What follows belongs to an exercise in optimizing a design on an open flow for small area; a production flow would make more cautious choices. RTL that was checked went through simulation tests only; none was proved equivalent to the original. Only the layout flow was run in run 4; the RTL was not checked for function there. Power and IR drop assume default switching activity.

**flow/design.v**
```verilog
package rv_regfile_pkg;
  localparam int DEF_DATA_W = 32;
  localparam int DEF_DEPTH  = 32;
  localparam int REG_ZERO   = 0;
  function automatic int calc_aw(input int depth);
    if (depth < 2) calc_aw = 1;
    else calc_aw = $clog2(depth);
  endfunction
endpackage
module regfile_sb_pend
#(
  parameter int DEPTH = rv_regfile_pkg::DEF_DEPTH,
  parameter int AW    = rv_regfile_pkg::calc_aw(DEPTH)
) (
  input  logic             clk,
  input  logic             reset,
  input  logic [DEPTH-1:1] set,
  input  logic [DEPTH-1:1] clr,
  output logic [DEPTH-1:1] pend_n,
  output logic [AW:0]      pend_cnt
);
  localparam int CW = AW + 1;
  logic             inc, dec;
  logic [DEPTH-1:1] pend_n_nxt;
  logic [CW-1:0]    cnt_nxt;
  always_comb begin
    inc = 1'b0;
    dec = 1'b0;
    for (int r = 1; r < DEPTH; r++) begin
      pend_n_nxt[r] = !(set[r] || (!pend_n[r] && !clr[r]));
      inc = inc || (set[r] && pend_n[r]);
      dec = dec || (clr[r] && !pend_n[r] && !set[r]);
    end
    cnt_nxt = pend_cnt + CW'(inc) - CW'(dec);
  end
  always_ff @(posedge clk) begin
    if (reset) begin
      pend_n   <= '1;
      pend_cnt <= '0;
    end else begin
      pend_n   <= pend_n_nxt;
      pend_cnt <= cnt_nxt;
    end
  end
endmodule
module regfile_sb
#(
  parameter  int DATA_W = rv_regfile_pkg::DEF_DATA_W,
  parameter  int DEPTH  = rv_regfile_pkg::DEF_DEPTH,
  parameter  int NUM_RD = 2,
  localparam int AW     = rv_regfile_pkg::calc_aw(DEPTH)
) (
  input  logic                     clk,
  input  logic                     reset,
  input  logic                     we,
  input  logic [AW-1:0]            wr_addr,
  input  logic [DATA_W-1:0]        wr_data,
  input  logic [NUM_RD*AW-1:0]     rd_addr,
  output logic [NUM_RD*DATA_W-1:0] rd_data,
  output logic [NUM_RD-1:0]        rd_busy,
  input  logic                     iss_valid,
  input  logic [AW-1:0]            iss_addr,
  output logic [AW:0]              pend_cnt,
  output logic                     all_clear
);
  logic [DEPTH-1:1][DATA_W-1:0] mem_n;
  logic [DEPTH-1:1]             pend_n;
  logic [DEPTH-1:1]             set, clr, wen;
  logic [AW:0]                  cnt_q;
  logic [DATA_W-1:0]            wd_n;
  always_comb begin
    for (int r = 1; r < DEPTH; r++) begin
      set[r] = iss_valid && (iss_addr == AW'(r));
      clr[r] = we && (wr_addr == AW'(r));
      wen[r] = reset || clr[r];
    end
  end
  regfile_sb_pend #(.DEPTH(DEPTH), .AW(AW)) u_pend (
    .clk      (clk),
    .reset    (reset),
    .set      (set),
    .clr      (clr),
    .pend_n   (pend_n),
    .pend_cnt (cnt_q)
  );
  assign wd_n = ~wr_data | {DATA_W{reset}};
  for (genvar r = 1; r < DEPTH; r++) begin : g_reg
    always_ff @(posedge clk) begin
      if (wen[r])
        mem_n[r] <= wd_n;
    end
  end
  assign pend_cnt  = reset ? '0 : cnt_q;
  assign all_clear = (pend_cnt == '0);
  for (genvar i = 0; i < NUM_RD; i++) begin : g_rd
    logic [AW-1:0]    a;
    logic [DEPTH-1:1] sel_n;
    assign a = rd_addr[i*AW +: AW];
    always_comb begin
      for (int r = 1; r < DEPTH; r++)
        sel_n[r] = reset || (a != AW'(r));
    end
    for (genvar k = 0; k <= DATA_W; k++) begin : g_bit
      logic [DEPTH-1:1] col;
      logic             y;
      for (genvar r = 1; r < DEPTH; r++) begin : g_col
        if (k < DATA_W) begin : g_d
          assign col[r] = mem_n[r][k];
        end else begin : g_b
          assign col[r] = pend_n[r];
        end
      end
      regfile_sb_oa31 u_oa (.dn(col), .sn(sel_n), .y(y));
      if (k < DATA_W) begin : g_od
        assign rd_data[i*DATA_W + k] = y;
      end else begin : g_ob
        assign rd_busy[i] = y;
      end
    end
  end
endmodule
module regfile_sb_oa31 (
  input  logic [30:0] dn,
  input  logic [30:0] sn,
  output logic        y
);
  logic [15:0] t;
  logic [7:0]  u;
  logic [1:0]  v;
  for (genvar g = 0; g < 15; g++) begin : g_oai
    regfile_sb_oai22 u_g (
      .a1(dn[2*g]),   .a2(sn[2*g]),
      .b1(dn[2*g+1]), .b2(sn[2*g+1]),
      .y (t[g])
    );
  end
  regfile_sb_nor2 u_t15 (.a(dn[30]), .b(sn[30]), .y(t[15]));
  for (genvar g = 0; g < 8; g++) begin : g_nor
    regfile_sb_nor2 u_g (.a(t[2*g]), .b(t[2*g+1]), .y(u[g]));
  end
  for (genvar g = 0; g < 2; g++) begin : g_nand
    regfile_sb_nand4 u_g (.a(u[4*g]), .b(u[4*g+1]), .c(u[4*g+2]), .d(u[4*g+3]), .y(v[g]));
  end
  regfile_sb_or2 u_y (.a(v[0]), .b(v[1]), .y(y));
endmodule
module regfile_sb_oai22 (
  input  logic a1, a2, b1, b2,
  output logic y
);
  assign y = !((a1 || a2) && (b1 || b2));
endmodule
module regfile_sb_nor2 (
  input  logic a, b,
  output logic y
);
  assign y = !(a || b);
endmodule
module regfile_sb_nand4 (
  input  logic a, b, c, d,
  output logic y
);
  assign y = !(a && b && c && d);
endmodule
module regfile_sb_or2 (
  input  logic a, b,
  output logic y
);
  assign y = a || b;
endmodule
```
**flow/run.sh**
```bash
#!/bin/bash
# synth_recipe.tcl (not shown) runs the flow's synth.tcl, then flattens the netlist and writes it again
# the make line also repeats each setting of config.mk as NAME=value (left out here)
make -C /OpenROAD-flow-scripts/flow DESIGN_CONFIG=/design/flow/config.mk WORK_HOME=/design/flow/orfs CLKGATE_MAP_FILE= SYNTH_SCRIPT=/design/flow/synth_recipe.tcl finish
```
**flow/config.mk**
```make
export PLATFORM = sky130hd
export DESIGN_NAME = regfile_sb
export DESIGN_NICKNAME = regfile_sb
export VERILOG_FILES = /design/flow/design.v
export SDC_FILE = /design/flow/constraint.sdc
export NUM_CORES = 4
export LEC_CHECK = 0
export CAP_MARGIN = 20
export CORE_MARGIN = 2
export CORE_UTILIZATION = 40
export SLEW_MARGIN = 20
export SYNTH_HIERARCHICAL = 1
export SYNTH_MINIMUM_KEEP_SIZE = 0
```
**flow/constraint.sdc**
```tcl
create_clock -name core_clock -period 4.7 [get_ports {clk}]
set_input_delay 0.9400 -clock core_clock [delete_from_list [all_inputs] [get_ports {clk}]]
set_output_delay 0.9400 -clock core_clock [all_outputs]
set_load 0.01 [all_outputs]
```
==> results of run 1 <==
[logic make-up (layout without fill, tap and decap cells)]
| family | after synthesis | in the layout |
|---|---|---|
| compound gates | 1091 | 1091 |
| xor+xnor | 4 | 4 |
| fa+ha+maj | 7 | 7 |
| buf+inv | 110 | 621 |
| flops | 1029 | 1029 |
| other cells | 0 | 3 |
| simple gates | 1083 | 1083 |
[layout by cell type (no fill, tap or decap), types with 5 or more instances in the layout]
master / netlist / routed
a22oi_1: 19 / 19
and4bb_1: 6 / 6
buf_12: 0 / 95
buf_4: 66 / 198
clkbuf_1: 23 / 27
clkbuf_16: 0 / 107
clkdlybuf4s50_1: 0 / 121
clkinv_1: 0 / 27
clkinv_2: 0 / 15
dfxtp_1: 37 / 37
edfxtp_1: 992 / 992
ha_1: 6 / 6
inv_1: 7 / 7
inv_6: 0 / 5
nand2_2: 0 / 62
nand2b_1: 37 / 26
nand2b_2: 0 / 11
nand4_1: 140 / 140
nand4b_1: 6 / 6
nand4bb_1: 6 / 6
nor2_1: 720 / 718
nor2b_1: 12 / 8
o21bai_1: 61 / 33
o21bai_4: 2 / 31
o22ai_1: 990 / 990
or2_1: 66 / 65
[power breakdown]
part           total (W)  internal (W)  leakage [nW]  switching (W)
Clock            0.00793       0.00438          1.55        0.00355
Combinational    0.00170      0.000632          6.75        0.00107
Sequential        0.0113        0.0109          10.2       0.000394
[per-module statistics from Yosys (local to each module, per instance), a selection]
module            copies in the design  area (um^2)  flip-flops and latches
regfile_sb                           1        31900                     992
regfile_sb_nand4                   132         6.26                       0
regfile_sb_oai22                   990         6.26                       0
regfile_sb_or2                      66         6.26                       0
regfile_sb_nor2                    594         3.75                       0
[per-layer routing]
| layer | global-route usage, % | routed length (um) | vias up |
|---|---|---|---|
| met5 | 0 | 57 | - |
| met4 | 15.3 | 9710 | 6 |
| met3 | 7.58 | 23100 | 624 |
| met2 | 45.6 | 75000 | 2798 |
| met1 | 40.1 | 63700 | 17234 |
| li1 | - | - | 14414 |
[path summary, 6_finish.rpt]
path / cells past startpoint / to / startpoint / slack (ns)
max: 10 / rd_data[39] / rd_addr[7] / -0.008
min: 2 / u_pend.pend_n[10] / u_pend.pend_n[10] / 0.56
max reg2reg: 12 / u_pend.pend_cnt[4] / u_pend.pend_n[25] / 1.48
min reg2reg: 2 / u_pend.pend_n[10] / u_pend.pend_n[10] / 0.56
[worst max-delay path, stage by stage]
cell,delay [ns]
dlygate4sd2_1,0.57
and4bb_1,0.40
nand2_2,0.16
buf_4,0.21
buf_12,0.16
o22ai_1,0.10
nor2_1,0.28
nand4_1,0.13
or2_1,0.30
clkdlybuf4s50_1,0.50
[cell type report]
type / instances / area share, %
flip-flops and latches: 1029 / 57.7
multi-input cells: 2185 / 24.0
repair buffers: 424 / 8.93
clock buffers: 134 / 5.25
well taps: 1403 / 3.32
clock inverters: 56 / 0.773
inverters: 7 / 0.0496
diodes: 3 / 0.0142
[flip-flops by register name, summed over array words and instances, names as in the netlist]
register / cells
mem_n: 992
u_pend.pend_cnt: 6
u_pend.pend_n: 31
[what timing repair did]
| item | CTS | global route |
|---|---|---|
| gates resized for setup | 19 | 10 |
| endpoints found under the hold margin | 0 | 0 |
| setup buffers | 1 | 1 |
| endpoints found under the setup margin | 66 | 60 |
[through the flow]
stage,utilization (%),std cells,TNS [ns],hold WS [ns]
CTS,49.3,5236,0,0.555
global placement,46.2,5043,-16.80,0.546
floorplan,-,3324,0,0.519
finish,49.4,5241,-0.00836,0.559
global route,49.4,5238,0,0.600
detailed placement,46.2,5045,-15.93,0.550
==> run_results.csv, run 1 <==
group,metric,value,unit
global_routing,globalRoute.totalOverflow,0,
floorplan,core_area,107000,um^2
layout,fin_nets,3815,
yosys,synth_seq_cells,1029,
global_routing,grt_max_degree,82,
clocking,cts.sinks,1029,
layout,layout-drive-gt1-share,14.6,%
yosys,yosysTopAreaCell,"edfxtp_1",
placed_design,io_buffers,128,
yosys,syn_nets,3387,
power_and_ir_drop,ir_drop,281,uV
global_routing,grt_pass1_wl,238,mm
clocking,root_buffer,"clkbuf_16",
timing,fin_crit,4.71,ns
clocking,clk_latency,0.69,ns
global_routing,antenna_found_initial,6,
route,drt_pass1_iterations,6,
timing,fin_ws,-0.00836,ns
timing,hold_violations,0,
layout,final.fill_count,9179,
critical_path,worstSetupEndpointType,"output pin",
layout,syn2layout_area_growth,22.2,%
timing,fmax,212,MHz
critical_path,critical_path.max_fanout,13,
floorplan,dieArea,111000,um^2
global_routing,grt_pass1_vias,33233,
critical_path,critical_path_class,"in2out",
power_and_ir_drop,leakage,18.4,nW
yosys,synth_warnings,8,
layout,multi_input_area,12700,um^2
route,viasPerCell,6.69,
yosys,synth_top_family_by_area,"compound AO/OA/AOI/OAI gates",
route,final_antenna_net_count,0,
clocking,cts_tree,"yes",
route,wl_per_cell,32.7,um
yosys,synth-xor-area-share,0.0809,%
global_routing,grt_usage,30.1,%
yosys,synth-main-ff-cell,"edfxtp_1",
yosys,seq_area_frac_synth,70.5,%
power_and_ir_drop,finalPower,0.0210,W
critical_path,cp_data_arrival_time,3.77,ns
yosys,synthAdderAreaFrac,0.220,%
clocking,cts.path.max_buffers,3,
route,drt_iter0_markers,5375,
timing,relSlewSlack,19.9,%
yosys,synth_most_common_cell,"edfxtp_1",
yosys,async_reset_ff_share,0,%
floorplan,ioPinCount,129,
placed_design,place_ws,-0.360,ns
yosys,synth_edf_count,992,
floorplan,fp-row-count,120,
yosys,yosys.area_share.simple,11.5,%
route,wl,172,mm
yosys,synth_area,43300,um^2
yosys,synth_compound_area_share,16.1,%
timing,drv_slew,0,
timing,rsz0062_at_grt,"false",
clocking,cts-buffers-inserted,105,
power_and_ir_drop,power_density,396,nW/um^2
hold_path,hp-class,"reg2reg",
flow_run,drv_cap,0,
outcome,status,"finished with violations",
yosys,syn_inst,3324,
yosys,yosys-top-cells-count,"992 x edfxtp_1, 990 x o22ai_1, 720 x nor2_1",
timing,skew,0.00471,ns
layout,fin_area,52900,um^2
timing,tightestPinTransition,1.20,ns
floorplan,die_y,333,um
clocking,h-tree-depth,3,
timing,fin_crit_sh,100,%
placed_design,hpwl,110,mm
floorplan,die_x,333,um
route,drcViolationCount,0,
timing,setup_viol,1,
floorplan,initial_core_util,40.4,%
placed_design,placed_area,49600,um^2
yosys,synth.area.top_cells,"edfxtp_1 69%, o22ai_1 14%, nor2_1 6.2%",
clocking,clk_pin_slew,0.06,ns
critical_path,startpoint_type,"primary input",
yosys,synth_top_area_share,68.8,%
critical_path,crit_required,3.76,ns
yosys,avgSynthCellArea,13.0,um^2
yosys,synthMuxAreaShare,0,%
clocking,postCtsHoldBufs,0,
route,route.vias.total,35076,
yosys,synthDistinctLibCells,50,
outcome,violations,"setup timing",
layout,seqCellArea,30500,um^2
placed_design,gp_congestion,0.942,
==> run 2: changes to the inputs <==
--- a/flow/config.mk
+++ b/flow/config.mk
@@ -10,2 +10,3 @@
 export CORE_UTILIZATION = 40
+export SETUP_SLACK_MARGIN = 0.2
 export SLEW_MARGIN = 20
==> run_results.csv, run 2 <==
group,metric,value,unit
layout,layout_common_cells,"992 x edfxtp_1, 990 x o22ai_1, 715 x nor2_1, 194 x buf_4, 140 x nand4_1",
yosys,syn_nets,3387,
layout,seqCellArea,30500,um^2
yosys,synthMuxAreaShare,0,%
layout,largest_reg_flops,992,
timing,skew,0.00592,ns
critical_path,critical_path_class,"in2out",
outcome,status,"finished clean",
yosys,synthAdderAreaFrac,0.220,%
critical_path,cp.buffers_inverters,4,
yosys,yosys.area_share.simple,11.5,%
global_routing,grt_usage,30.1,%
critical_path,cp_data_arrival_time,3.46,ns
global_routing,globalRoute.totalOverflow,0,
power_and_ir_drop,leakage,18.5,nW
route,drt_pass1_iterations,6,
timing,relSlewSlack,22.2,%
floorplan,ioPinCount,129,
clocking,h-tree-depth,3,
clocking,cts.path.max_buffers,3,
global_routing,grt_max_degree,82,
power_and_ir_drop,ir_drop,278,uV
critical_path,worstRegToRegCells,12,
timing,drv_slew,0,
critical_path,startpoint_type,"primary input",
yosys,synth_warnings,8,
placed_design,gp_congestion,0.942,
floorplan,initial_core_util,40.4,%
critical_path,reg2reg_from,"u_pend.pend_n[25]",
yosys,synth-main-ff-cell,"edfxtp_1",
critical_path,cpMaxStageDelayCell,"clkdlybuf4s50_1",
layout,layout_commonest_cell,"edfxtp_1",
clocking,root_buffer,"clkbuf_16",
layout,largest_registers,"mem_n x992, u_pend.pend_n x31, u_pend.pend_cnt x6",
timing,setup_viol,0,
critical_path,critPathMaxStageDelay,0.48,ns
yosys,synth_area,43300,um^2
critical_path,critPathTopFamily,"buffers and inverters",
placed_design,io_buffers,128,
route,wl_per_cell,32.8,um
clocking,cts.sinks,1029,
route,final_antenna_net_count,0,
clocking,cts-buffers-inserted,105,
route,wl,172,mm
timing,fmax,227,MHz
layout,layout-drive-gt1-share,15.1,%
yosys,synth_compound_area_share,16.1,%
layout,multi_input_area,12700,um^2
timing,fin_crit,4.40,ns
critical_path,critical_path.max_fanout,15,
layout,top_register,"mem_n",
critical_path,crit_chain,"clkdlybuf4s15_2 -> and4bb_2 -> nand2_2 -> buf_12 -> buf_12 -> o22ai_1 -> nor2_1 -> nand4_1 -> or2_1 -> clkdlybuf4s50_1",
floorplan,die_x,333,um
layout,fin_nets,3820,
route,viasPerCell,6.71,
global_routing,grt_pass1_vias,33316,
hold_path,hold_depth,2,
layout,syn2layout_area_growth,22.4,%
floorplan,fp-row-count,120,
yosys,yosysTopAreaCell,"edfxtp_1",
yosys,synth-xor-area-share,0.0809,%
floorplan,dieArea,111000,um^2
global_routing,globalRoute.busiestLayer,"met2",
timing,rsz0062_at_grt,"false",
yosys,synth_top_family_by_area,"compound AO/OA/AOI/OAI gates",
hold_path,hp-class,"reg2reg",
timing,hold_violations,0,
yosys,synth.area.top_cells,"edfxtp_1 69%, o22ai_1 14%, nor2_1 6.2%",
yosys,synth_edf_count,992,
clocking,cts_tree,"yes",
power_and_ir_drop,power_density,395,nW/um^2
yosys,synth_seq_cells,1029,
yosys,yosys-top-cells-count,"992 x edfxtp_1, 990 x o22ai_1, 720 x nor2_1",
yosys,synth_most_common_cell,"edfxtp_1",
yosys,synth_top_area_share,68.8,%
timing,whs,0.563,ns
layout,final.fill_count,9177,
timing,fin_crit_sh,93.7,%
yosys,avgSynthCellArea,13.0,um^2
critical_path,cp_common_cell,"buf_12",
yosys,synthDistinctLibCells,50,
critical_path,crit_required,3.76,ns
global_routing,antenna_found_initial,6,
yosys,seq_area_frac_synth,70.5,%
critical_path,worstSetupEndpointType,"output pin",
global_routing,met1_usage,40.1,%
global_routing,met2_usage,45.7,%
timing,tightestPinTransition,1.16,ns
route,route.vias.total,35197,
critical_path,regToRegEndpoint,"u_pend.pend_cnt[4]",
layout,post-route-util,49.4,%
power_and_ir_drop,finalPower,0.0210,W
floorplan,die_y,333,um
clocking,clk_latency,0.69,ns
yosys,async_reset_ff_share,0,%
critical_path,r2r_setup_slack,1.42,ns
flow_run,drv_cap,0,
timing,final.setup.tns,0,ns
hold_path,holdPathEnd,"u_pend.pend_n[10]",
route,drt_iter0_markers,5299,
clocking,clk_pin_slew,0.06,ns
global_routing,grt_use_met3,7.54,%
placed_design,hpwl,110,mm
hold_path,hold_start,"u_pend.pend_n[10]",
yosys,syn_inst,3324,
floorplan,core_area,107000,um^2
route,drcViolationCount,0,
global_routing,grt_pass1_wl,238,mm
==> run 2: modules after synthesis, one instance, submodules excluded, a selection <==
module            cells  cell area (um^2)  flip-flops and latches  times used
regfile_sb         1335             31900                     992           1
regfile_sb_nand4      1              6.26                       0         132
regfile_sb_nor2       1              3.75                       0         594
regfile_sb_oai22      1              6.26                       0         990
regfile_sb_or2        1              6.26                       0          66
==> run 2: cell families after synthesis <==
kind of cell / Yosys count
flops: 1029
buf+inv: 110
simple gates: 1083
fa+ha+maj: 7
compound gates: 1091
xor+xnor: 4
==> run 2: worst max-delay path by stage <==
| stage | from | end | slack [ns] | depth (start not counted) |
|---|---|---|---|---|
| 6_report | rd_addr[9] | rd_data[54] | 0.30 | 10 |
| 2_1_floorplan | iss_addr[2] | u_pend.pend_cnt[4] | 0.74 | 15 |
| 5_1_grt | rd_addr[9] | rd_data[54] | 0.26 | 10 |
| 4_1_cts | rd_addr[8] | rd_data[36] | 0.20 | 9 |
| 3_3_place_gp | rd_addr[7] | rd_data[50] | -0.46 | 10 |
| 3_5_place_dp | rd_addr[7] | rd_data[46] | -0.36 | 9 |
==> run 2: metrics by stage <==
| stage | std cells | instance area [um^2] | worst slack (ns) |
|---|---|---|---|
| floorplan | 3324 | 43300 | 0.740 |
| finish | 5244 | 53000 | 0.295 |
| detailed placement | 5045 | 49600 | -0.360 |
| global route | 5243 | 53000 | 0.259 |
| CTS | 5242 | 53000 | 0.196 |
| global placement | 5043 | 49500 | -0.458 |
==> run 2: final cells by class <==
type                       count  share of cell area (%)
tap                         1403                    3.31
inverter                       7                  0.0496
timing repair buffer         429                    9.05
multi-input combinational   2185                    24.0
clock buffer                 134                    5.24
clock inverter                56                   0.772
sequential                  1029                    57.6
antenna                        1                 0.00472
==> run 2: power by group <==
group | leakage, nW | total (W) | internal (W) | switching (W)
registers | 10.2 | 0.0113 | 0.0109 | 0.000395
logic | 6.79 | 0.00171 | 0.000635 | 0.00108
clock network | 1.55 | 0.00792 | 0.00438 | 0.00354
==> run 2: metal layers <==
layer  vias up  share of wire, %
met2      2811                44
met1     17318                37
met4         8               5.7
met5         -             0.037
li1      14436                 -
met3       624                14
==> run 2: timing repair <==
action                                  CTS  global route
setup buffers                             7             0
cloned                                    0             0
hold buffers                              0             0
pin swaps                                 1             2
endpoints found under the setup margin   66            46
gates resized for setup                  45            14
==> run 2: worst register-to-register path: stages (launching register included) <==
cell     delay [ns]
dfxtp_1        0.56
nor2_1         0.08
a22oi_1        0.33
nand4_1        0.18
or3_1          0.44
ha_1           0.30
inv_1          0.04
ha_1           0.19
fa_1           0.43
a21o_1         0.20
a21oi_1        0.18
xor2_1         0.16
nor2_1         0.05
==> run 3: changes to the inputs <==
==> flow/flow/run.sh (new file) <==
#!/bin/bash
set -e
export CTS_ARGS="-sink_clustering_enable -repair_clock_nets -dont_use_dummy_load"
export BUFFER_PORTS_ARGS="-buffer_cell sky130_fd_sc_hd__buf_2"
bash standard.sh > standard.log 2>&1
==> flow/standard.sh (new file) <==
#!/bin/bash
# synth_recipe.tcl (not shown) runs the flow's synth.tcl, then flattens the netlist and writes it again
# the make line also repeats each setting of config.mk as NAME=value (left out here)
make -C /OpenROAD-flow-scripts/flow DESIGN_CONFIG=/design/flow/config.mk WORK_HOME=/design/flow/orfs CLKGATE_MAP_FILE= SYNTH_SCRIPT=/design/flow/synth_recipe.tcl "${@:-finish}"
removed: flow/run.sh
==> run_results.csv, run 3 <==
group,metric,value,unit
outcome,status,"finished clean",
yosys,async_reset_ff_share,0,%
global_routing,grt_max_degree,60,
route,final_antenna_net_count,0,
critical_path,cpMaxStageDelayCell,"nor4b_2",
power_and_ir_drop,combPwrFrac,7.7,%
yosys,yosysTopAreaCell,"edfxtp_1",
critical_path,cp_data_arrival_time,3.47,ns
yosys,seq_area_frac_synth,70.5,%
floorplan,dieArea,111000,um^2
layout,layout_common_cells,"992 x edfxtp_1, 990 x o22ai_1, 719 x nor2_1, 140 x nand4_1, 133 x buf_4",
placed_design,gp_congestion,0.940,
critical_path,cp.buffers_inverters,3,
critical_path,crit_chain,"buf_4 -> nor4b_2 -> nand2_2 -> buf_12 -> o22ai_1 -> nor2_1 -> nand4_1 -> or2_1 -> buf_2",
clocking,h-tree-depth,3,
timing,tightestPinTransition,1.23,ns
global_routing,globalRoute.totalOverflow,0,
route,drt_iter0_markers,5198,
timing,relSlewSlack,17.8,%
global_routing,grt_usage,29.1,%
yosys,synth_edf_count,992,
yosys,syn_nets,3387,
floorplan,die_y,333,um
global_routing,antenna_found_initial,5,
layout,layout-drive-gt1-share,14.8,%
timing,setup_viol,0,
route,wl,166,mm
timing,final.setup.tns,0,ns
clocking,cts-buffers-inserted,105,
yosys,synth-main-ff-cell,"edfxtp_1",
floorplan,initial_core_util,40.4,%
hold_path,hp-class,"reg2reg",
critical_path,critPathMaxStageDelay,0.67,ns
critical_path,critPathTopFamily,"simple AND/OR/NAND/NOR gates",
yosys,synth_seq_cells,1029,
critical_path,critical_path_class,"in2out",
placed_design,io_buffers,128,
floorplan,ioPinCount,129,
route,drcViolationCount,0,
layout,fin_nets,3703,
critical_path,startpoint_type,"primary input",
timing,fin_crit,4.41,ns
power_and_ir_drop,finalPower,0.0200,W
yosys,synth.area.top_cells,"edfxtp_1 69%, o22ai_1 14%, nor2_1 6.2%",
layout,final_cells,5043,
route,drt_pass1_iterations,5,
global_routing,grt_pass1_wl,230,mm
power_and_ir_drop,sequentialPowerShare,56.7,%
clocking,cts.sinks,1029,
timing,rsz0062_at_grt,"false",
clocking,clk_pin_slew,0.06,ns
power_and_ir_drop,p_switching,0.00465,W
floorplan,fp-row-count,120,
layout,post-route-util,46.9,%
critical_path,worstSetupEndpointType,"output pin",
yosys,synth_area,43300,um^2
flow_run,drv_cap,0,
route,wl_per_cell,33.0,um
timing,fmax,227,MHz
critical_path,crit_required,3.76,ns
floorplan,core_area,107000,um^2
timing,hold_violations,0,
route,route.vias.total,34238,
clocking,post-cts-setup-buffers,0,
global_routing,grt_pass1_vias,32408,
layout,syn2layout_area_growth,16.0,%
yosys,avgSynthCellArea,13.0,um^2
placed_design,dp.cells,4934,
layout,largest_reg_flops,992,
power_and_ir_drop,power_density,397,nW/um^2
clocking,postCtsHoldBufs,0,
power_and_ir_drop,clkPwrFrac,35.6,%
yosys,synth_warnings,8,
placed_design,hpwl,104,mm
floorplan,die_x,333,um
critical_path,critical_path.max_fanout,22,
power_and_ir_drop,intPower,0.0153,W
yosys,syn_inst,3324,
yosys,synth_top_area_share,68.8,%
power_and_ir_drop,ir_drop,304,uV
clocking,clk_latency,0.68,ns
timing,fin_crit_sh,93.9,%
timing,skew,0.0282,ns
layout,layout_commonest_cell,"edfxtp_1",
power_and_ir_drop,leakage,17.4,nW
layout,largest_registers,"mem_n x992, u_pend.pend_n x31, u_pend.pend_cnt x6",
power_and_ir_drop,switching_share,23.3,%
layout,top_register,"mem_n",
yosys,synth_most_common_cell,"edfxtp_1",
clocking,cts_tree,"yes",
clocking,cts.path.max_buffers,3,
yosys,yosys-top-cells-count,"992 x edfxtp_1, 990 x o22ai_1, 720 x nor2_1",
route,viasPerCell,6.79,
yosys,synthDistinctLibCells,50,
clocking,root_buffer,"clkbuf_16",
timing,drv_slew,0,
## run 3: cell counts after synthesis
Identical to the previous run, type by type.
## run 3: cell type report
| cell class | instances | area (um^2) |
|---|---|---|
| fill | 9375 | 56900 |
| sequential | 1029 | 30500 |
| multi-input combinational | 2185 | 12600 |
| timing repair buffer | 312 | 2700 |
| clock buffer | 105 | 2630 |
| tap | 1403 | 1760 |
| inverter | 7 | 26.3 |
| antenna | 2 | 5.00 |
## run 3: per-layer routing
metal,vias up,global-route usage [%],share of wire (%)
met1,16787,39.2,37
met5,-,0,0.017
li1,14091,-,-
met2,2787,44.3,44
met4,4,14.6,5.5
met3,569,7.01,14
## run 3: path summary, 6_finish.rpt
| path | from | endpoint | slack, ns | cells past startpoint |
|---|---|---|---|---|
| setup reg to reg | u_pend.pend_n[25] | u_pend.pend_cnt[4] | 1.58 | 12 |
| setup / recovery | reset | rd_data[38] | 0.29 | 9 |
| hold reg to reg | u_pend.pend_n[10] | u_pend.pend_n[10] | 0.58 | 2 |
| hold / removal | u_pend.pend_n[10] | u_pend.pend_n[10] | 0.58 | 2 |
## run 3: timing repair
action | CTS | global route
pin swaps | 0 | 0
setup endpoints to repair | 20 | 23
resized for setup | 1 | 4
cloned | 0 | 0
hold endpoints to repair | 0 | 0
## run 3: cells by family (layout without fill, tap and decap cells)
logic type      count (synthesis)  count (layout)  synth area share, %
compound gates               1091            1091                 16.1
xor+xnor                        4               4               0.0809
fa+ha+maj                       7               7                0.220
buf+inv                       110             424                 1.58
flops                        1029            1029                 70.5
other cells                     0               2                    0
simple gates                 1083            1083                 11.5
## run 3: power by group through the flow
stage	registers [W]	logic [W]	clock network, W
final	0.0113	0.00154	0.00710
after global routing	0.0114	0.00160	0.00746
after CTS	0.0113	0.00150	0.00712
after detailed placement	0.0115	0.00150	0
after global placement	0.0115	0.00148	0
after floorplan	0.0114	0.000863	0
## run 3: per-module statistics from Yosys (local to each module, per instance), a selection
module	flip-flops and latches	times used	area, um^2	cells inside
regfile_sb_or2	0	66	6.26	1
regfile_sb_nor2	0	594	3.75	1
regfile_sb	992	1	31900	1335
regfile_sb_nand4	0	132	6.26	1
regfile_sb_oai22	0	990	6.26	1
## run 3: through the flow
step / hold WS (ns) / instance area, um^2 / setup WS (ns)
3_3_place_gp: 0.543 / 47500 / -0.0147
6_report: 0.575 / 50300 / 0.286
2_1_floorplan: 0.519 / 43300 / 0.740
4_1_cts: 0.554 / 50200 / 0.205
3_5_place_dp: 0.546 / 47500 / 0.00375
5_1_grt: 0.600 / 50300 / 0.252
## run 3: tightest hold or removal path: stages (launching register included)
cell      delay (ns)
dfxtp_1         0.35
nor2_1          0.11
o21bai_1        0.06
==> run 4: changes to the inputs <==
--- a/flow/design.v
+++ b/flow/design.v
@@ -137,9 +137,3 @@
   regfile_sb_nor2 u_t15 (.a(dn[30]), .b(sn[30]), .y(t[15]));
-  for (genvar g = 0; g < 8; g++) begin : g_nor
-    regfile_sb_nor2 u_g (.a(t[2*g]), .b(t[2*g+1]), .y(u[g]));
-  end
-  for (genvar g = 0; g < 2; g++) begin : g_nand
-    regfile_sb_nand4 u_g (.a(u[4*g]), .b(u[4*g+1]), .c(u[4*g+2]), .d(u[4*g+3]), .y(v[g]));
-  end
-  regfile_sb_or2 u_y (.a(v[0]), .b(v[1]), .y(y));
+  regfile_sb_or16 u_y (.t(t), .y(y));
 endmodule
@@ -169 +163,7 @@
 endmodule
+module regfile_sb_or16 (
+  input  logic [15:0] t,
+  output logic        y
+);
+  assign y = |t;
+endmodule
==> flow/flow/run.sh (replaced) <==
#!/bin/bash
set -e
export CTS_ARGS="-sink_clustering_enable -repair_clock_nets -dont_use_dummy_load -buf_list {sky130_fd_sc_hd__clkbuf_4 sky130_fd_sc_hd__clkbuf_8} -sink_clustering_size 20"
export BUFFER_PORTS_ARGS="-buffer_cell sky130_fd_sc_hd__buf_2"
bash standard.sh > standard.log 2>&1
--- a/flow/config.mk
+++ b/flow/config.mk
@@ -10,3 +10,3 @@
 export CORE_UTILIZATION = 40
-export SETUP_SLACK_MARGIN = 0.2
+export SETUP_SLACK_MARGIN = 0.1
 export SLEW_MARGIN = 20
==> run_results.csv, run 4 <==
group,metric,value,unit
global_routing,grt_usage,31.0,%
clocking,cts_tree,"yes",
yosys,seq_area_frac_synth,72.4,%
yosys,synth.area.top_cells,"edfxtp_1 71%, o22ai_1 15%, nor4_1 3.9%",
yosys,synth_warnings,8,
timing,fin_ws,0.266,ns
floorplan,ioPinCount,129,
critical_path,worstSetupEndpointType,"output pin",
clocking,root_buffer,"clkbuf_8",
layout,layout_common_cells,"992 x edfxtp_1, 990 x o22ai_1, 266 x nor4_1, 192 x nor2_1, 166 x clkbuf_8",
yosys,synth_seq_cells,1029,
route,wl,171,mm
clocking,ctsResizeCount,0,
timing,skew,0.0632,ns
route,dr_wl_met2,75.0,mm
layout,post-route-util,46.8,%
route,drcViolationCount,0,
global_routing,grt_pass1_wl,234,mm
yosys,synthMuxAreaShare,0,%
timing,final.setup.tns,0,ns
layout,layout-drive-gt1-share,19.1,%
power_and_ir_drop,intPower,0.0145,W
layout,top_register,"mem_n",
layout,largest_registers,"mem_n x992, u_pend.pend_n x31, u_pend.pend_cnt x6",
power_and_ir_drop,sequentialPowerShare,59.2,%
power_and_ir_drop,clkPwrFrac,32.9,%
layout,syn2layout_area_growth,16.6,%
critical_path,critical_path.max_fanout,23,
yosys,synth_area,42100,um^2
yosys,synthAdderAreaFrac,0.226,%
yosys,yosys.area_share.simple,9.05,%
hold_path,hp-class,"reg2reg",
critical_path,cp_common_cell,"buf_4",
timing,fin_crit,4.43,ns
outcome,status,"finished clean",
timing,tightestPinTransition,1.27,ns
yosys,avgSynthCellArea,14.4,um^2
route,viasPerCell,7.13,
route,wl_met1,61.6,mm
timing,relSlewSlack,15.0,%
clocking,postCtsHoldBufs,0,
critical_path,crit_required,3.76,ns
placed_design,io_buffers,128,
critical_path,cp_data_arrival_time,3.49,ns
layout,fin_nets,3403,
global_routing,antenna_found_initial,16,
layout,layout_commonest_cell,"edfxtp_1",
yosys,synthDistinctLibCells,49,
yosys,synth_top_family_by_area,"compound AO/OA/AOI/OAI gates",
yosys,syn_inst,2928,
critical_path,worstRegToRegCells,13,
power_and_ir_drop,finalPower,0.0191,W
floorplan,initial_core_util,40.2,%
timing,drv_slew,0,
timing,hold_violations,0,
power_and_ir_drop,power_density,389,nW/um^2
clocking,cts.sinks,1029,
route,drt_pass1_iterations,6,
route,wl_met3,22.7,mm
route,drt_iter0_markers,5297,
power_and_ir_drop,ir_drop,289,uV
clocking,cts.path.max_buffers,3,
global_routing,globalRoute.totalOverflow,0,
clocking,cts-buffers-inserted,166,
critical_path,critPathMaxStageDelay,0.82,ns
global_routing,grt_pass1_vias,32012,
floorplan,fp-row-count,119,
placed_design,hpwl,107,mm
clocking,clk_pin_slew,0.06,ns
clocking,clk_latency,0.83,ns
floorplan,die_x,329,um
yosys,syn_nets,2991,
floorplan,dieArea,108000,um^2
yosys,synth_edf_count,992,
yosys,synth_top_area_share,70.7,%
yosys,synth_most_common_cell,"edfxtp_1",
yosys,synth-xor-area-share,0.0831,%
yosys,synth_compound_area_share,16.6,%
flow_run,drv_cap,0,
power_and_ir_drop,leakage,16.9,nW
route,route.vias.total,33773,
power_and_ir_drop,p_switching,0.00465,W
placed_design,gp_congestion,0.961,
critical_path,startpoint_type,"primary input",
power_and_ir_drop,combPwrFrac,7.8,%
clocking,h-tree-depth,4,
timing,fin_crit_sh,94.4,%
critical_path,critical_path_class,"in2out",
yosys,yosys-top-cells-count,"992 x edfxtp_1, 990 x o22ai_1, 266 x nor4_1",
floorplan,core_area,105000,um^2
layout,fin_area,49200,um^2
route,wl_per_cell,36.1,um
critical_path,cpMaxStageDelayCell,"nor4_1",
placed_design,placed_area,46700,um^2
layout,largest_reg_flops,992,
timing,setup_viol,0,
yosys,synth-main-ff-cell,"edfxtp_1",
layout,final.fill_count,9078,
hold_path,hold_depth,2,
clocking,post-cts-setup-buffers,0,
route,top_layer,"met5",
power_and_ir_drop,switching_share,24.3,%
yosys,async_reset_ff_share,0,%
placed_design,place_ws,0.236,ns
timing,fmax,226,MHz
critical_path,crit_chain,"buf_4 -> nor4b_2 -> nand2_2 -> buf_4 -> o22ai_1 -> nor4_1 -> nand4_1 -> buf_2",
yosys,yosysTopAreaCell,"edfxtp_1",
route,final_antenna_net_count,0,
timing,rsz0062_at_grt,"false",
global_routing,grt_max_degree,55,
floorplan,die_y,329,um
==> run 4: changes by cell type after synthesis, sizes merged <==
| cell | previous run | this run |
|---|---|---|
| nor4 | 2 | 266 |
| nand4 | 140 | 74 |
| or2 | 68 | 2 |
| nor2 | 722 | 194 |
==> run 4: cell families (layout without fill, tap and decap cells) <==
kind of cell             Yosys count  after routing
other                              0             11
AO/OA/AOI/OAI                   1091           1091
adder cells (fa/ha/maj)            7              7
XOR/XNOR                           4              4
AND/OR/NAND/NOR                  687            687
flip-flops                      1029           1029
buffers and inverters            110            520
==> run 4: final cells by class <==
type | instances | area [um^2] | area share, %
clock buffers | 166 | 2280 | 4.65
diodes | 11 | 27.5 | 0.0560
flip-flops and latches | 1029 | 30500 | 62.1
multi-input cells | 1789 | 11500 | 23.3
repair buffers | 347 | 3090 | 6.29
inverters | 7 | 26.3 | 0.0535
well taps | 1391 | 1740 | 3.54
==> run 4: final timing paths <==
path,endpoint,slack [ns],from
worst max-delay path,rd_data[3],0.27,reset
worst min register to register,u_pend.pend_n[14],0.56,u_pend.pend_n[14]
worst max register to register,u_pend.pend_cnt[4],1.52,u_pend.pend_n[12]
worst min-delay path,u_pend.pend_n[14],0.56,u_pend.pend_n[14]
==> run 4: power by group through the flow <==
stage,combinational [W],clock [W],sequential [W]
6_report,0.00150,0.00631,0.0113
5_1_grt,0.00156,0.00671,0.0114
4_1_cts,0.00146,0.00635,0.0113
3_5_place_dp,0.00146,0,0.0115
3_3_place_gp,0.00145,0,0.0115
2_1_floorplan,0.000827,0,0.0114
==> run 4: through the flow <==
step | hold WS (ns) | cells
after floorplan | 0.519 | 2928
after global placement | 0.545 | 4560
after detailed placement | 0.548 | 4560
after CTS | 0.556 | 4726
after global routing | 0.594 | 4736
final | 0.564 | 4740
==> run 4: critical path, delay by kind of cell <==
family	cells	cell delay [ns]
buffers and inverters	3	0.94
AOI/OAI and AO/OA	1	0.16
and+or+nand+nor	4	1.40
==> run 4: modules after synthesis (local to each module, per instance), a selection <==
module / area [um^2] / copies in the design / cells inside
regfile_sb: 31900 / 1 / 1335
regfile_sb_nor2: 3.75 / 66 / 1
regfile_sb_oai22: 6.26 / 990 / 1
regfile_sb_or16: 31.3 / 66 / 5
==> run 4: layer usage <==
layer | GRT usage [%] | up-vias
met5 | 0 | -
met4 | 19.3 | 4
met3 | 8.58 | 625
met2 | 46.6 | 2949
met1 | 39.8 | 16687
li1 | - | 13508
==> run 5: changes to the inputs <==
--- a/flow/design.v
+++ b/flow/design.v
@@ -16,4 +16,8 @@
   input  logic             reset,
-  input  logic [DEPTH-1:1] set,
-  input  logic [DEPTH-1:1] clr,
+  input  logic [DEPTH-1:1] setr,
+  input  logic [DEPTH-1:1] clr_n,
+  input  logic [DEPTH-1:1] wen,
+  input  logic             iss_valid,
+  input  logic [AW-1:0]    iss_addr,
+  input  logic [AW-1:0]    wr_addr,
   output logic [DEPTH-1:1] pend_n,
@@ -22,13 +26,12 @@
   localparam int CW = AW + 1;
-  logic             inc, dec;
-  logic [DEPTH-1:1] pend_n_nxt;
+  logic             inc, dec, hit_w;
   logic [CW-1:0]    cnt_nxt;
+  for (genvar r = 1; r < DEPTH; r++) begin : g_pend
+    always_ff @(posedge clk)
+      pend_n[r] <= (pend_n[r] || wen[r]) && !setr[r];
+  end
+  regfile_sb_ao31 u_inc (.d(pend_n), .s(setr), .y(inc));
+  regfile_sb_oa31 u_hit (.dn(pend_n), .sn(clr_n), .y(hit_w));
   always_comb begin
-    inc = 1'b0;
-    dec = 1'b0;
-    for (int r = 1; r < DEPTH; r++) begin
-      pend_n_nxt[r] = !(set[r] || (!pend_n[r] && !clr[r]));
-      inc = inc || (set[r] && pend_n[r]);
-      dec = dec || (clr[r] && !pend_n[r] && !set[r]);
-    end
+    dec     = hit_w && !(iss_valid && (iss_addr == wr_addr));
     cnt_nxt = pend_cnt + CW'(inc) - CW'(dec);
@@ -36,9 +39,6 @@
   always_ff @(posedge clk) begin
-    if (reset) begin
-      pend_n   <= '1;
+    if (reset)
       pend_cnt <= '0;
-    end else begin
-      pend_n   <= pend_n_nxt;
+    else
       pend_cnt <= cnt_nxt;
-    end
   end
@@ -67,3 +67,3 @@
   logic [DEPTH-1:1]             pend_n;
-  logic [DEPTH-1:1]             set, clr, wen;
+  logic [DEPTH-1:1]             setr, clr_n, wen;
   logic [AW:0]                  cnt_q;
@@ -72,5 +72,5 @@
     for (int r = 1; r < DEPTH; r++) begin
-      set[r] = iss_valid && (iss_addr == AW'(r));
-      clr[r] = we && (wr_addr == AW'(r));
-      wen[r] = reset || clr[r];
+      setr[r]  = !reset && iss_valid && (iss_addr == AW'(r));
+      clr_n[r] = !(we && (wr_addr == AW'(r)));
+      wen[r]   = reset || !clr_n[r];
     end
@@ -78,8 +78,12 @@
   regfile_sb_pend #(.DEPTH(DEPTH), .AW(AW)) u_pend (
-    .clk      (clk),
-    .reset    (reset),
-    .set      (set),
-    .clr      (clr),
-    .pend_n   (pend_n),
-    .pend_cnt (cnt_q)
+    .clk       (clk),
+    .reset     (reset),
+    .setr      (setr),
+    .clr_n     (clr_n),
+    .wen       (wen),
+    .iss_valid (iss_valid),
+    .iss_addr  (iss_addr),
+    .wr_addr   (wr_addr),
+    .pend_n    (pend_n),
+    .pend_cnt  (cnt_q)
   );
@@ -169 +173,46 @@
 endmodule
+module regfile_sb_ao31 (
+  input  logic [30:0] d,
+  input  logic [30:0] s,
+  output logic        y
+);
+  logic [10:0] n;
+  logic [2:0]  o;
+  for (genvar g = 0; g < 10; g++) begin : g_aoi
+    regfile_sb_aoi222 u_g (
+      .a1(d[3*g]),   .a2(s[3*g]),
+      .b1(d[3*g+1]), .b2(s[3*g+1]),
+      .c1(d[3*g+2]), .c2(s[3*g+2]),
+      .y (n[g])
+    );
+  end
+  regfile_sb_nand2 u_n30 (.a(d[30]), .b(s[30]), .y(n[10]));
+  regfile_sb_nand4 u_o0 (.a(n[0]), .b(n[1]), .c(n[2]),  .d(n[3]), .y(o[0]));
+  regfile_sb_nand4 u_o1 (.a(n[4]), .b(n[5]), .c(n[6]),  .d(n[7]), .y(o[1]));
+  regfile_sb_nand3 u_o2 (.a(n[8]), .b(n[9]), .c(n[10]), .y(o[2]));
+  regfile_sb_or3   u_y  (.a(o[0]), .b(o[1]), .c(o[2]),  .y(y));
+endmodule
+module regfile_sb_aoi222 (
+  input  logic a1, a2, b1, b2, c1, c2,
+  output logic y
+);
+  assign y = !((a1 && a2) || (b1 && b2) || (c1 && c2));
+endmodule
+module regfile_sb_nand2 (
+  input  logic a, b,
+  output logic y
+);
+  assign y = !(a && b);
+endmodule
+module regfile_sb_nand3 (
+  input  logic a, b, c,
+  output logic y
+);
+  assign y = !(a && b && c);
+endmodule
+module regfile_sb_or3 (
+  input  logic a, b, c,
+  output logic y
+);
+  assign y = a || b || c;
+endmodule
==> flow/flow/run.sh (replaced) <==
#!/bin/bash
set -e
export CTS_ARGS="-sink_clustering_enable -repair_clock_nets -dont_use_dummy_load -buf_list {sky130_fd_sc_hd__clkbuf_8} -sink_clustering_size 12 -sink_clustering_max_diameter 100"
export BUFFER_PORTS_ARGS="-buffer_cell sky130_fd_sc_hd__buf_2"
bash standard.sh > standard.log 2>&1
==> run_results.csv, run 5 <==
group,metric,value,unit
yosys,synth_seq_cells,1029,
critical_path,cpMaxStageDelayCell,"nor4_1",
flow_run,drv_cap,0,
placed_design,hpwl,102,mm
layout,layout_commonest_cell,"o22ai_1",
clocking,cts-buffers-inserted,96,
timing,fmax,218,MHz
critical_path,crit_chain,"buf_4 -> and4bb_2 -> nand2_2 -> o22ai_1 -> nor4_1 -> nand4_1 -> buf_2",
yosys,synth_most_common_cell,"o22ai_1",
clocking,cts.path.max_buffers,3,
global_routing,grt_pass1_vias,31275,
yosys,synth-main-ff-cell,"edfxtp_1",
global_routing,grt_usage,29.6,%
critical_path,critical_path_class,"in2out",
clocking,clk_latency,0.78,ns
route,drt_pass1_iterations,9,
outcome,status,"finished clean",
yosys,synthDistinctLibCells,41,
route,drt_iter0_markers,5486,
power_and_ir_drop,leakage,16.1,nW
placed_design,io_buffers,128,
timing,fin_crit_sh,97.7,%
floorplan,dieArea,107000,um^2
yosys,synth_warnings,8,
layout,largest_registers,"mem_n x992, u_pend.pend_n x31, u_pend.pend_cnt x6",
clocking,clk_pin_slew,0.09,ns
critical_path,worstRegToRegCells,13,
global_routing,grt_pass1_wl,226,mm
clocking,postCtsHoldBufs,0,
timing,final.setup.tns,0,ns
power_and_ir_drop,finalPower,0.0175,W
clocking,cts.sinks,1029,
layout,largest_reg_flops,992,
yosys,synth_area,41900,um^2
route,wl,163,mm
timing,skew,0.0393,ns
layout,layout_common_cells,"1,005 x o22ai_1, 992 x edfxtp_1, 278 x nor4_1, 139 x buf_4, 135 x nor2_1",
layout,syn2layout_area_growth,13.7,%
timing,hold_violations,0,
route,viasPerCell,7.12,
layout,layout-drive-gt1-share,17.2,%
floorplan,ioPinCount,129,
hold_path,hp-class,"reg2reg",
global_routing,grt_max_degree,34,
clocking,h-tree-depth,3,
hold_path,hold_depth,2,
critical_path,crit_required,3.76,ns
yosys,async_reset_ff_share,0,%
critical_path,critPathMaxStageDelay,0.80,ns
yosys,avgSynthCellArea,14.5,um^2
route,route.vias.total,32831,
power_and_ir_drop,power_density,367,nW/um^2
timing,setup_viol,0,
layout,fin_nets,3295,
clocking,root_buffer,"clkbuf_8",
floorplan,fp-row-count,118,
clocking,cts_tree,"yes",
global_routing,globalRoute.totalOverflow,0,
floorplan,die_y,328,um
critical_path,critical_path.max_fanout,24,
floorplan,initial_core_util,40.4,%
timing,fin_crit,4.59,ns
layout,final.fill_count,9045,
yosys,yosys-top-cells-count,"1,005 x o22ai_1, 992 x edfxtp_1, 278 x nor4_1",
timing,drv_slew,0,
power_and_ir_drop,ir_drop,208,uV
route,final_antenna_net_count,0,
critical_path,worstSetupEndpointType,"output pin",
critical_path,startpoint_type,"primary input",
layout,top_register,"mem_n",
critical_path,cp_data_arrival_time,3.65,ns
timing,relSlewSlack,24.4,%
timing,tightestPinTransition,1.13,ns
yosys,synth.area.top_cells,"edfxtp_1 71%, o22ai_1 15%, nor4_1 4.1%",
timing,rsz0062_at_grt,"true",
route,wl_per_cell,35.4,um
floorplan,die_x,328,um
yosys,synth_top_area_share,71.0,%
route,drcViolationCount,0,
yosys,seq_area_frac_synth,72.8,%
floorplan,core_area,104000,um^2
yosys,synth_edf_count,992,
yosys,yosysTopAreaCell,"edfxtp_1",
yosys,syn_inst,2901,
yosys,syn_nets,2964,
layout,post-route-util,45.9,%
placed_design,gp_congestion,0.908,
global_routing,antenna_found_initial,4,
[run 5: changes by cell type after synthesis, sizes merged, moves of 5 or more]
cell,before,now
o21bai,64,2
nor2,194,135
a21o,1,34
nand2,66,96
nor3,1,24
a22oi,21,0
o22ai,990,1005
nor4,266,278
a222oi,1,10
clkbuf,24,31
nand4b,6,0
nand4bb,6,0
xor2,2,7
[run 5: layer usage]
metal | GRT usage (%) | share of wire, % | vias to the layer above
met5 | 0 | 0 | -
met4 | 15.5 | 6.1 | 0
met1 | 39.4 | 36 | 16090
met3 | 7.87 | 14 | 620
met2 | 44.7 | 44 | 2875
li1 | - | - | 13246
[run 5: cell families after synthesis]
logic type,count (synthesis),synth area share [%]
adder cells (fa/ha/maj),7,0.227
flip-flops,1029,72.8
buffers and inverters,114,1.68
AND/OR/NAND/NOR,686,9.15
XOR/XNOR,9,0.188
AO/OA/AOI/OAI,1056,15.9
[run 5: area by class of cell]
type	instances	area, um^2	share of cell area, %
antenna	3	7.51	0.0157
timing repair buffer	339	3130	6.57
clock buffer	96	1320	2.77
inverter	8	30.0	0.0630
tap	1380	1730	3.62
sequential	1029	30500	64.0
multi-input combinational	1758	10900	22.9
[run 5: stage by stage]
stage	instance area [um^2]	setup WS [ns]	hold slack [ns]	instances
final	47700	0.110	0.530	4613
after global routing	47700	0.0769	0.553	4612
after CTS	47600	0.152	0.521	4609
after detailed placement	46300	0.172	0.506	4513
after global placement	46300	0.219	0.506	4513
after floorplan	41900	0.783	0.483	2901
[run 5: worst max-delay path, delay by kind of cell]
| kind | cells | cell delay, ns |
|---|---|---|
| AOI/OAI and AO/OA | 1 | 0.21 |
| buffers and inverters | 2 | 0.50 |
| and+or+nand+nor | 4 | 1.95 |
[run 5: report_power, final]
group	total [W]	internal, W	switching, W
logic	0.00145	0.000441	0.00101
registers	0.0113	0.0109	0.000388
clock network	0.00473	0.00181	0.00292
total	0.0175	0.0132	0.00431
[run 5: path summary, 6_finish.rpt]
kind / end / from / slack, ns
hold reg to reg: u_pend.pend_n[15] / u_pend.pend_n[15] / 0.53
setup / recovery: rd_data[26] / reset / 0.11
setup reg to reg: u_pend.pend_cnt[4] / u_pend.pend_n[23] / 1.67
hold / removal: u_pend.pend_n[15] / u_pend.pend_n[15] / 0.53
[run 5: modules after synthesis, one instance, submodules excluded, a selection]
module	cell area [um^2]	copies in the design	flip-flops and latches
regfile_sb	31900	1	992
regfile_sb_or16	31.3	67	0
regfile_sb_aoi222	10.0	10	0
regfile_sb_oai22	6.26	1005	0
regfile_sb_or3	6.26	1	0
regfile_sb_nand4	6.26	2	0
regfile_sb_nand3	5.00	1	0
regfile_sb_nor2	3.75	67	0
[run 5: timing repair]
| item | CTS | global route |
|---|---|---|
| setup buffers | 0 | 0 |
| setup endpoints to repair | 0 | 25 |
| resized for setup | 0 | 2 |
==> run 6: changes to the inputs <==
==> flow/flow/run.sh (replaced) <==
#!/bin/bash
set -e
export CTS_ARGS="-sink_clustering_enable -repair_clock_nets -dont_use_dummy_load -buf_list {sky130_fd_sc_hd__clkbuf_16} -sink_clustering_size 20 -sink_clustering_max_diameter 120"
export BUFFER_PORTS_ARGS="-buffer_cell sky130_fd_sc_hd__buf_2"
bash standard.sh > standard.log 2>&1
--- a/flow/config.mk
+++ b/flow/config.mk
@@ -9,3 +9,3 @@
 export CORE_MARGIN = 2
-export CORE_UTILIZATION = 40
+export CORE_UTILIZATION = 60
 export SETUP_SLACK_MARGIN = 0.1
==> run_results.csv, run 6 <==
group,metric,value,unit
outcome,status,"finished clean",
critical_path,crit_required,3.76,ns
global_routing,globalRoute.totalOverflow,0,
route,drt_pass1_iterations,8,
route,drcViolationCount,0,
global_routing,grt_usage,45.3,%
critical_path,critical_path.max_fanout,33,
power_and_ir_drop,finalPower,0.0177,W
yosys,syn_inst,2901,
placed_design,place_ws,0.158,ns
clocking,clk_pin_slew,0.09,ns
layout,syn2layout_area_growth,12.8,%
critical_path,cp_data_arrival_time,3.71,ns
yosys,synth_top_area_share,71.0,%
layout,largest_reg_flops,992,
layout,multi_input_area,10900,um^2
power_and_ir_drop,leakage,16.1,nW
timing,hold_violations,0,
timing,setup_viol,0,
hold_path,hp-class,"reg2reg",
route,viasPerCell,8.14,
critical_path,worstRegToRegCells,13,
route,wl,165,mm
power_and_ir_drop,power_density,374,nW/um^2
yosys,synth.area.top_cells,"edfxtp_1 71%, o22ai_1 15%, nor4_1 4.1%",
clocking,h-tree-depth,2,
clocking,root_buffer,"clkbuf_16",
critical_path,startpoint_type,"primary input",
placed_design,gp_congestion,0.974,
yosys,synthDistinctLibCells,41,
route,final_antenna_net_count,0,
floorplan,core_area,68900,um^2
global_routing,grt_pass1_wl,226,mm
layout,layout-drive-gt1-share,16.9,%
layout,layout_commonest_cell,"o22ai_1",
layout,seqCellArea,30500,um^2
clocking,cts-buffers-inserted,57,
timing,drv_slew,0,
timing,final.setup.tns,0,ns
floorplan,initial_core_util,60.8,%
floorplan,ioPinCount,129,
yosys,synth_warnings,8,
timing,fin_crit_sh,98.9,%
timing,fin_ws,0.0531,ns
layout,post-route-util,68.6,%
yosys,synthMuxAreaShare,0,%
critical_path,critical_path_class,"in2out",
placed_design,io_buffers,128,
clocking,post-cts-setup-buffers,0,
timing,fmax,215,MHz
layout,top_register,"mem_n",
floorplan,dieArea,72000,um^2
placed_design,hpwl,103,mm
layout,largest_registers,"mem_n x992, u_pend.pend_n x31, u_pend.pend_cnt x6",
timing,skew,0.0270,ns
yosys,synth_area,41900,um^2
clocking,postCtsHoldBufs,0,
layout,final.fill_count,4836,
global_routing,grt_max_degree,34,
floorplan,die_y,268,um
global_routing,antenna_found_initial,5,
yosys,synth_compound_area_share,15.9,%
flow_run,drv_cap,0,
route,wl_per_cell,39.7,um
yosys,syn_nets,2964,
floorplan,fp-row-count,96,
yosys,synth_top_family_by_area,"compound AO/OA/AOI/OAI gates",
clocking,cts.sinks,1029,
floorplan,die_x,268,um
yosys,yosysTopAreaCell,"edfxtp_1",
power_and_ir_drop,ir_drop,371,uV
yosys,synth-main-ff-cell,"edfxtp_1",
timing,tightestPinTransition,1.15,ns
yosys,yosys-top-cells-count,"1,005 x o22ai_1, 992 x edfxtp_1, 278 x nor4_1",
route,drt_iter0_markers,6107,
clocking,clk_latency,0.64,ns
yosys,synth_most_common_cell,"o22ai_1",
clocking,ctsResizeCount,0,
global_routing,grt_pass1_vias,32229,
layout,fin_nets,3283,
critical_path,worstSetupEndpointType,"output pin",
yosys,yosys.area_share.simple,9.15,%
timing,rsz0062_at_grt,"false",
yosys,synth_edf_count,992,
layout,layout_common_cells,"1,005 x o22ai_1, 992 x edfxtp_1, 278 x nor4_1, 175 x buf_4, 135 x nor2_1",
timing,fin_crit,4.65,ns
yosys,avgSynthCellArea,14.5,um^2
yosys,synth-xor-area-share,0.188,%
yosys,synthAdderAreaFrac,0.227,%
clocking,cts.path.max_buffers,3,
hold_path,hold_depth,2,
timing,relSlewSlack,23.4,%
yosys,async_reset_ff_share,0,%
route,route.vias.total,33792,
clocking,cts_tree,"yes",
yosys,seq_area_frac_synth,72.8,%
yosys,synth_seq_cells,1029,
run 6: per-module statistics from Yosys, one instance, submodules excluded, a selection:
module | area [um^2] | copies in the design
regfile_sb | 31900 | 1
regfile_sb_oai22 | 6.26 | 1005
regfile_sb_nor2 | 3.75 | 67
regfile_sb_or3 | 6.26 | 1
regfile_sb_or16 | 31.3 | 67
regfile_sb_nand4 | 6.26 | 2
regfile_sb_nand2 | 3.75 | 1
regfile_sb_nand3 | 5.00 | 1
regfile_sb_aoi222 | 10.0 | 10
run 6: worst max-delay path, cell delays in order:
cell and delay [ns]:
buf_4 0.24, buf_4 0.35, nor4b_1 0.10, buf_4 0.17, nand2_2 0.08, buf_12 0.27
o22ai_1 0.13, nor4_1 0.75, nand4_1 0.38, buf_2 0.25
run 6: worst paths after layout:
path | start | end | slack [ns]
max | reset | rd_data[53] | 0.05
min reg2reg | u_pend.pend_n[31] | u_pend.pend_n[31] | 0.53
max reg2reg | u_pend.pend_n[9] | u_pend.pend_cnt[4] | 1.63
min | u_pend.pend_n[31] | u_pend.pend_n[31] | 0.53
run 6: kinds of logic (layout without fill, tap and decap cells):
kind of cell / count (synthesis) / in the layout
compound gates: 1056 / 1056
xor+xnor: 9 / 9
fa+ha+maj: 7 / 7
buf+inv: 114 / 431
flops: 1029 / 1029
other cells: 0 / 3
simple gates: 686 / 686
run 6: final cells by class:
class / count / area share [%]
clock buffers: 57 / 3.02
diodes: 3 / 0.0159
repair buffers: 366 / 6.78
multi-input cells: 1758 / 23.1
inverters: 8 / 0.0635
flip-flops and latches: 1029 / 64.6
well taps: 931 / 2.46
run 6: layer usage:
| layer | wire [um] | global-route usage (%) |
|---|---|---|
| met5 | 52 | 0.405 |
| met3 | 26700 | 14.4 |
| met2 | 70300 | 66.7 |
| met1 | 53700 | 57.8 |
| met4 | 14300 | 30.9 |
run 6: report_power, final:
group          internal [W]  total, W  switching [W]  leakage (nW)
clock network       0.00215   0.00494        0.00280         0.702
logic              0.000437   0.00144        0.00100          5.29
registers            0.0109    0.0113       0.000408          10.2
total                0.0135    0.0177        0.00421          16.1
run 6: through the flow:
stage	hold slack, ns	std cells	instance area, um^2
after floorplan	0.483	2901	41900
after global placement	0.515	4090	45800
after detailed placement	0.514	4090	45800
after CTS	0.527	4147	47200
after global routing	0.543	4151	47300
final	0.534	4152	47300
==> run 7: changes to the inputs <==
--- a/flow/config.mk
+++ b/flow/config.mk
@@ -7,3 +7,3 @@
 export LEC_CHECK = 0
-export CAP_MARGIN = 20
+export CAP_MARGIN = 0
 export CORE_MARGIN = 2
@@ -11,3 +11,3 @@
 export SETUP_SLACK_MARGIN = 0.1
-export SLEW_MARGIN = 20
+export SLEW_MARGIN = 0
 export SYNTH_HIERARCHICAL = 1
==> run_results.csv, run 7 <==
group,metric,value,unit
yosys,synth_area,41900,um^2
timing,tightestPinTransition,1.20,ns
global_routing,antenna_found_initial,5,
critical_path,crit_required,3.76,ns
clocking,cts_tree,"yes",
placed_design,gp_congestion,0.974,
power_and_ir_drop,power_density,374,nW/um^2
hold_path,hp-class,"reg2reg",
clocking,cts.sinks,1029,
power_and_ir_drop,leakage,16.1,nW
critical_path,cpMaxStageDelayCell,"nor4_1",
yosys,synthDistinctLibCells,41,
layout,syn2layout_area_growth,12.7,%
timing,skew,0.0269,ns
yosys,avgSynthCellArea,14.5,um^2
timing,relSlewSlack,20.1,%
floorplan,core_area,68900,um^2
layout,final.fill_count,4839,
flow_run,drv_cap,0,
layout,layout_commonest_cell,"o22ai_1",
timing,drv_slew,0,
global_routing,grt_pass1_wl,226,mm
yosys,synthMuxAreaShare,0,%
global_routing,grt_pass1_vias,32229,
yosys,synth-main-ff-cell,"edfxtp_1",
yosys,synth_edf_count,992,
route,final_antenna_net_count,0,
critical_path,critPathTopFamily,"simple AND/OR/NAND/NOR gates",
timing,hold_violations,0,
layout,top_register,"mem_n",
yosys,synth_warnings,8,
yosys,synth_compound_area_share,15.9,%
global_routing,grt_max_degree,34,
critical_path,cp.buffers_inverters,4,
yosys,seq_area_frac_synth,72.8,%
layout,layout-drive-gt1-share,16.7,%
critical_path,critical_path.max_fanout,23,
yosys,synth_top_family_by_area,"compound AO/OA/AOI/OAI gates",
yosys,synth.area.top_cells,"edfxtp_1 71%, o22ai_1 15%, nor4_1 4.1%",
clocking,h-tree-depth,2,
clocking,postCtsHoldBufs,0,
critical_path,startpoint_type,"primary input",
critical_path,crit_chain,"buf_4 -> buf_4 -> and4bb_2 -> nand2_2 -> buf_12 -> o22ai_1 -> nor4_1 -> nand4_1 -> buf_2",
power_and_ir_drop,ir_drop,377,uV
clocking,clk_pin_slew,0.08,ns
layout,layout_common_cells,"1,005 x o22ai_1, 992 x edfxtp_1, 277 x nor4_1, 175 x buf_4, 135 x nor2_1",
yosys,async_reset_ff_share,0,%
floorplan,dieArea,72000,um^2
route,drt_pass1_iterations,8,
timing,fin_crit,4.53,ns
route,drt_iter0_markers,6275,
route,wl,165,mm
route,route.vias.total,33666,
critical_path,critical_path_class,"in2out",
floorplan,die_x,268,um
yosys,synth_most_common_cell,"o22ai_1",
global_routing,grt_usage,45.3,%
clocking,clk_latency,0.64,ns
yosys,yosys-top-cells-count,"1,005 x o22ai_1, 992 x edfxtp_1, 278 x nor4_1",
yosys,syn_inst,2901,
critical_path,cp_common_cell,"buf_4",
clocking,cts-buffers-inserted,57,
layout,largest_registers,"mem_n x992, u_pend.pend_n x31, u_pend.pend_cnt x6",
timing,setup_viol,0,
floorplan,initial_core_util,60.8,%
timing,rsz0062_at_grt,"false",
power_and_ir_drop,finalPower,0.0177,W
timing,final.setup.tns,0,ns
yosys,syn_nets,2964,
global_routing,globalRoute.totalOverflow,0,
route,viasPerCell,8.11,
yosys,synth_seq_cells,1029,
route,drcViolationCount,0,
outcome,status,"finished clean",
floorplan,die_y,268,um
yosys,yosys.area_share.simple,9.15,%
layout,largest_reg_flops,992,
floorplan,fp-row-count,96,
yosys,synth_top_area_share,71.0,%
yosys,synthAdderAreaFrac,0.227,%
clocking,root_buffer,"clkbuf_16",
clocking,post-cts-setup-buffers,0,
placed_design,io_buffers,128,
placed_design,hpwl,103,mm
yosys,yosysTopAreaCell,"edfxtp_1",
critical_path,worstSetupEndpointType,"output pin",
critical_path,cp_data_arrival_time,3.59,ns
layout,fin_nets,3281,
critical_path,critPathMaxStageDelay,0.42,ns
timing,fmax,221,MHz
clocking,cts.path.max_buffers,3,
yosys,synth-xor-area-share,0.188,%
route,wl_per_cell,39.7,um
timing,fin_crit_sh,96.4,%
floorplan,ioPinCount,129,
[run 7: routing by layer]
layer | vias to the layer above | part of all wire (%) | global-route usage (%)
met3 | 857 | 16 | 14.4
met5 | - | 0.0079 | 0.405
li1 | 13229 | - | -
met4 | 2 | 8.4 | 30.9
met2 | 3456 | 43 | 66.7
met1 | 16122 | 32 | 57.8
[run 7: cells by family (layout without fill, tap and decap cells)]
kind of cell | after synthesis | in the layout
AOI/OAI and AO/OA | 1056 | 1056
DFF | 1029 | 1029
and+or+nand+nor | 686 | 686
buffers and inverters | 114 | 429
xor gates and xnor gates | 9 | 9
adders and majority gates | 7 | 7
other | 0 | 2
[run 7: worst register-to-register path, stage by stage, from the launching register on]
cell      delay [ns]
dfxtp_1         0.36
a222oi_1        0.49
nand4_1         0.19
or3_1           0.42
inv_1           0.07
ha_1            0.12
inv_1           0.04
ha_1            0.20
fa_1            0.41
a21o_1          0.20
a21oi_1         0.20
xor2_1          0.20
nor2_1          0.05
[run 7: final timing paths]
kind	startpoint	endpoint	slack (ns)	cells after the start
min	u_pend.pend_n[19]	u_pend.pend_n[19]	0.53	2
max	reset	rd_data[53]	0.17	9
max reg2reg	u_pend.pend_n[19]	u_pend.pend_cnt[4]	1.64	12
min reg2reg	u_pend.pend_n[19]	u_pend.pend_n[19]	0.53	2
[run 7: cell type report]
| cell class | count | area (um^2) | area share [%] |
|---|---|---|---|
| Sequential cell | 1029 | 30500 | 64.6 |
| Multi-Input combinational cell | 1758 | 10900 | 23.1 |
| Timing Repair Buffer | 364 | 3180 | 6.73 |
| Clock buffer | 57 | 1430 | 3.02 |
| Tap cell | 931 | 1160 | 2.47 |
| Inverter | 8 | 30.0 | 0.0636 |
| Antenna cell | 2 | 5.00 | 0.0106 |
[run 7: repair_timing]
item / CTS / global route
hold endpoints to repair: 0 / 0
setup endpoints to repair: 0 / 25
resized for setup: 0 / 4
[run 7: modules after synthesis, one instance, submodules excluded, excerpt]
module / cells / flip-flops and latches
regfile_sb_nor2: 1 / 0
regfile_sb_or16: 5 / 0
regfile_sb_aoi222: 1 / 0
regfile_sb: 1339 / 992
regfile_sb_nand2: 1 / 0
regfile_sb_or3: 1 / 0
regfile_sb_oai22: 1 / 0
regfile_sb_nand4: 1 / 0
regfile_sb_nand3: 1 / 0
[run 7: through the flow]
step | hold WS [ns] | utilization (%) | instances | area [um^2] | setup WS (ns)
final | 0.534 | 68.5 | 4149 | 47300 | 0.168
after global routing | 0.543 | 68.5 | 4149 | 47300 | 0.104
after CTS | 0.527 | 68.5 | 4147 | 47200 | 0.113
after detailed placement | 0.514 | 66.4 | 4090 | 45800 | 0.158
after global placement | 0.515 | 66.4 | 4090 | 45800 | 0.250
after floorplan | 0.483 | - | 2901 | 41900 | 0.783
[run 7: report_power, final]
part           internal [W]  switching [W]  leakage (nW)
logic              0.000434        0.00100          5.27
registers            0.0109       0.000408          10.2
clock network       0.00214        0.00279         0.702
total                0.0135        0.00419          16.1

[port drivers added, routing unchanged]
The flow's constraints put no driver on any port. The routed layouts listed below were extracted and timed again, unchanged, in two steps. Step 1: set_driving_cell puts a clkbuf_16 on clk and a buf_2 on each other input, an assumption about the parent block. Step 2, shift: input delay + t, output delay - t, t = (earliest + latest rising clock arrival at the registers) / 2. This alone moves slack from input paths to output paths. Slacks: ideal / step 1 / step 2; pairs: ideal / step 1.
| run | t (ns) | setup WS [ns] | worst setup path after step 2 |
|---|---|---|---|
| run 1 | 0.764 | -0.008 / -0.032 / -0.120 | input to register |
| run 2 | 0.764 | 0.295 / 0.262 / -0.158 | input to register |
| run 3 | 0.746 | 0.286 / 0.261 / 0.187 | input to register |
| run 4 | 0.888 | 0.266 / 0.158 / 0.151 | input to register |
| run 5 | 0.805 | 0.110 / 0.082 / 0.082 | input to output |
| run 6 | 0.709 | 0.053 / 0.028 / 0.028 | input to output |
| run 7 | 0.709 | 0.168 / 0.143 / 0.143 | input to output |
Met with ideal ports but missed after step 2: setup timing in run 2. The setup slack of run 2, which loses most, moves by -0.033 ns with the drivers and by -0.453 ns with both steps.
